Source: an optimization exercise on an open RTL-to-GDS flow (aim: small area, a short achievable clock period and few clock cycles per item). Production flows keep margins and buffers that such runs may drop. At most, simulation tests tie the RTL to the original design; equivalence was not proved.

run A:
## activation_function_unit
module activation_function_unit (
	input  wire logic                 clk,
	input  wire logic                 arst_n,
	input  wire logic                 item_valid,
	output logic                      item_stall,
	input  wire logic signed [XW-1:0] x_in,
	input  wire logic                 last_in,
	output logic                      result_valid,
	input  wire logic                 result_stall,
	output logic signed [XW-1:0]      y_out,
	output logic                      last_out,
	input  wire logic                 cfg_valid,
	output logic                      cfg_ready,
	input  wire logic [2:0]           cfg_data
);
Settings: LEC_CHECK=0, ABC_AREA=1, CAP_MARGIN=20, CORE_MARGIN=2, CORE_UTILIZATION=70, CTS_BUF_LIST=sky130_fd_sc_hd__clkbuf_4 sky130_fd_sc_hd__clkbuf_8, SLEW_MARGIN=20, SYNTH_MEMORY_MAX_BITS=20000; clock period 12.0 ns.
run.sh (not shown) runs the stock make flow with config.mk's settings and CLKGATE_MAP_FILE= SYNTH_SCRIPT=/design/flow/synth_recipe.tcl, a recipe that flattens the netlist after the stock synthesis.
Testbench counts of run A, summed over its fixed seeds: cycles 24,024, items 24,000.
> inputs changed (run A -> run B)
-- flow/config.mk --
<<< run A, line 10
export CORE_MARGIN = 2
export CORE_UTILIZATION = 70
export CTS_BUF_LIST = sky130_fd_sc_hd__clkbuf_4 sky130_fd_sc_hd__clkbuf_8
export SLEW_MARGIN = 20
>>> run B, line 10
export CORE_MARGIN = 2
export CORE_UTILIZATION = 60
export SLEW_MARGIN = 20
==> comparison <==
Run B ran to completion and came out clean on the timing, DRC and antenna checks.
In the reports for run B and run A, the larger area growth from synthesis to layout belongs to run B.
Between run B and run A, overall track demand over capacity in global routing is higher for run A, run B comes in under that.
[compare] base=run A new=run B: relative area of clock buffers and inverters in the final design up 0.54 points, final period utilization down 2.2 points, core area up 15%, worst setup slack up 0.26 ns, first-pass GRT wire length down 8.6%.
Modified inputs, run C compared to run B
-- flow/config.mk --
<<< run B, line 11
export CORE_UTILIZATION = 60
export SLEW_MARGIN = 20
>>> run C, line 11
export CORE_UTILIZATION = 60
export CTS_BUF_LIST = sky130_fd_sc_hd__clkbuf_4 sky130_fd_sc_hd__clkbuf_8
export SLEW_MARGIN = 20
Results
Run C: all stages complete, timing, DRC and antenna checks passed. Comparing run C against run B, there is no change at all in final cell count. Run C — time the worst path needs with I/O delays and setup 0.0049 ns higher, run B as reference.

activation_function_unit, a different RTL version from the one above (not shown whole).
Size: about 1500 cells after synthesis, ~100 flip-flops, ~11000 um2 of cells after synthesis.
// activation_function_unit
module activation_function_unit (
	input  wire logic                 clk,
	input  wire logic                 arst_n,
	input  wire logic                 item_valid,
	output logic                      item_stall,
	input  wire logic signed [XW-1:0] x_in,
	input  wire logic                 last_in,
	output logic                      result_valid,
	input  wire logic                 result_stall,
	output logic signed [XW-1:0]      y_out,
	output logic                      last_out,
	input  wire logic                 cfg_valid,
	output logic                      cfg_ready,
	input  wire logic [2:0]           cfg_data
);
export LEC_CHECK = 0
export ABC_AREA = 1
export CAP_MARGIN = 20
export CORE_MARGIN = 2
export CORE_UTILIZATION = 60
export SLEW_MARGIN = 20
export SYNTH_MEMORY_MAX_BITS = 20000
create_clock -name core_clock -period 12.0 [get_ports {clk}]
standard.sh (not shown) runs the stock make flow with config.mk's settings and CLKGATE_MAP_FILE= SYNTH_SCRIPT=/design/flow/synth_recipe.tcl, a recipe that flattens the netlist after the stock synthesis.
==> flow/flow/run.sh <==
#!/bin/bash
# The standard layout, with repair_timing aiming 8.4 ns below the clock
# period (the setup margin), so that it sizes and buffers the critical
# paths; the design is still laid out and signed off at the design's period
# and constraints.
set -euo pipefail
bash standard.sh SETUP_SLACK_MARGIN=8.4 finish > standard.log 2>&1
Edit:
==> flow/run.sh (new file) <==
#!/bin/bash
# synth_recipe.tcl (not shown) runs the flow's synth.tcl, then flattens the netlist and writes it again
# the make line also repeats each setting of config.mk as NAME=value (left out here)
make -C /OpenROAD-flow-scripts/flow DESIGN_CONFIG=/design/flow/config.mk WORK_HOME=/design/flow/orfs CLKGATE_MAP_FILE= SYNTH_SCRIPT=/design/flow/synth_recipe.tcl finish
removed: flow/flow/run.sh
removed: flow/standard.sh
Outcome:
- worst hold slack gains 18 ps
- first-iteration DRC count fell by 34%
- critical path depth rises by 11
- synthesized area is unchanged
- die area does not change
- cell area drops by 11%
No functional check of the RTL was part of any run of this note.

## separate check: timing with driven ports
Ports are ideal in the flow. The routed layouts listed here were re-timed in OpenROAD.
Step 1 (the two cells are an assumption about what drives the block):
set clk [get_ports {clk}]
set_driving_cell -lib_cell sky130_fd_sc_hd__clkbuf_16 $clk
set_driving_cell -lib_cell sky130_fd_sc_hd__buf_2 [delete_from_list [all_inputs] $clk]
Step 2, shift: input delay + t, output delay - t, t = (earliest + latest rising clock arrival at the registers) / 2. This alone moves slack from input paths to output paths.
a / b / c = ideal ports / drivers / drivers and shift; a / b = the first two.
run | t (ns) | slack for setup (ns) | worst hold slack (ns) | clock arrival spread, ns | worst data-port slew with drivers (ns)
run A | 0.457 | 7.532 / 7.532 / 7.280 | 0.458 / 0.458 / 0.458 | 0.015 / 0.015 | 0.05
run B | 0.406 | 7.791 / 7.791 / 7.467 | 0.427 / 0.427 / 0.427 | 0.011 / 0.011 | 0.04
run C | 0.443 | 7.787 / 7.787 / 7.472 | 0.437 / 0.437 / 0.437 | 0.019 / 0.019 | 0.03
the first run of note 2 | 0.395 | 8.312 / 8.312 / 8.061 | 0.432 / 0.432 / 0.432 | 0.013 / 0.013 | 0.03
the second run of note 2 | 0.404 | 6.948 / 6.948 / 6.948 | 0.450 / 0.450 / 0.450 | 0.013 / 0.013 | 0.04
After both steps every run listed still meets setup and hold. For run B, which loses most, drivers alone change the setup slack by 0.000 ns; drivers and shift together by -0.324 ns.
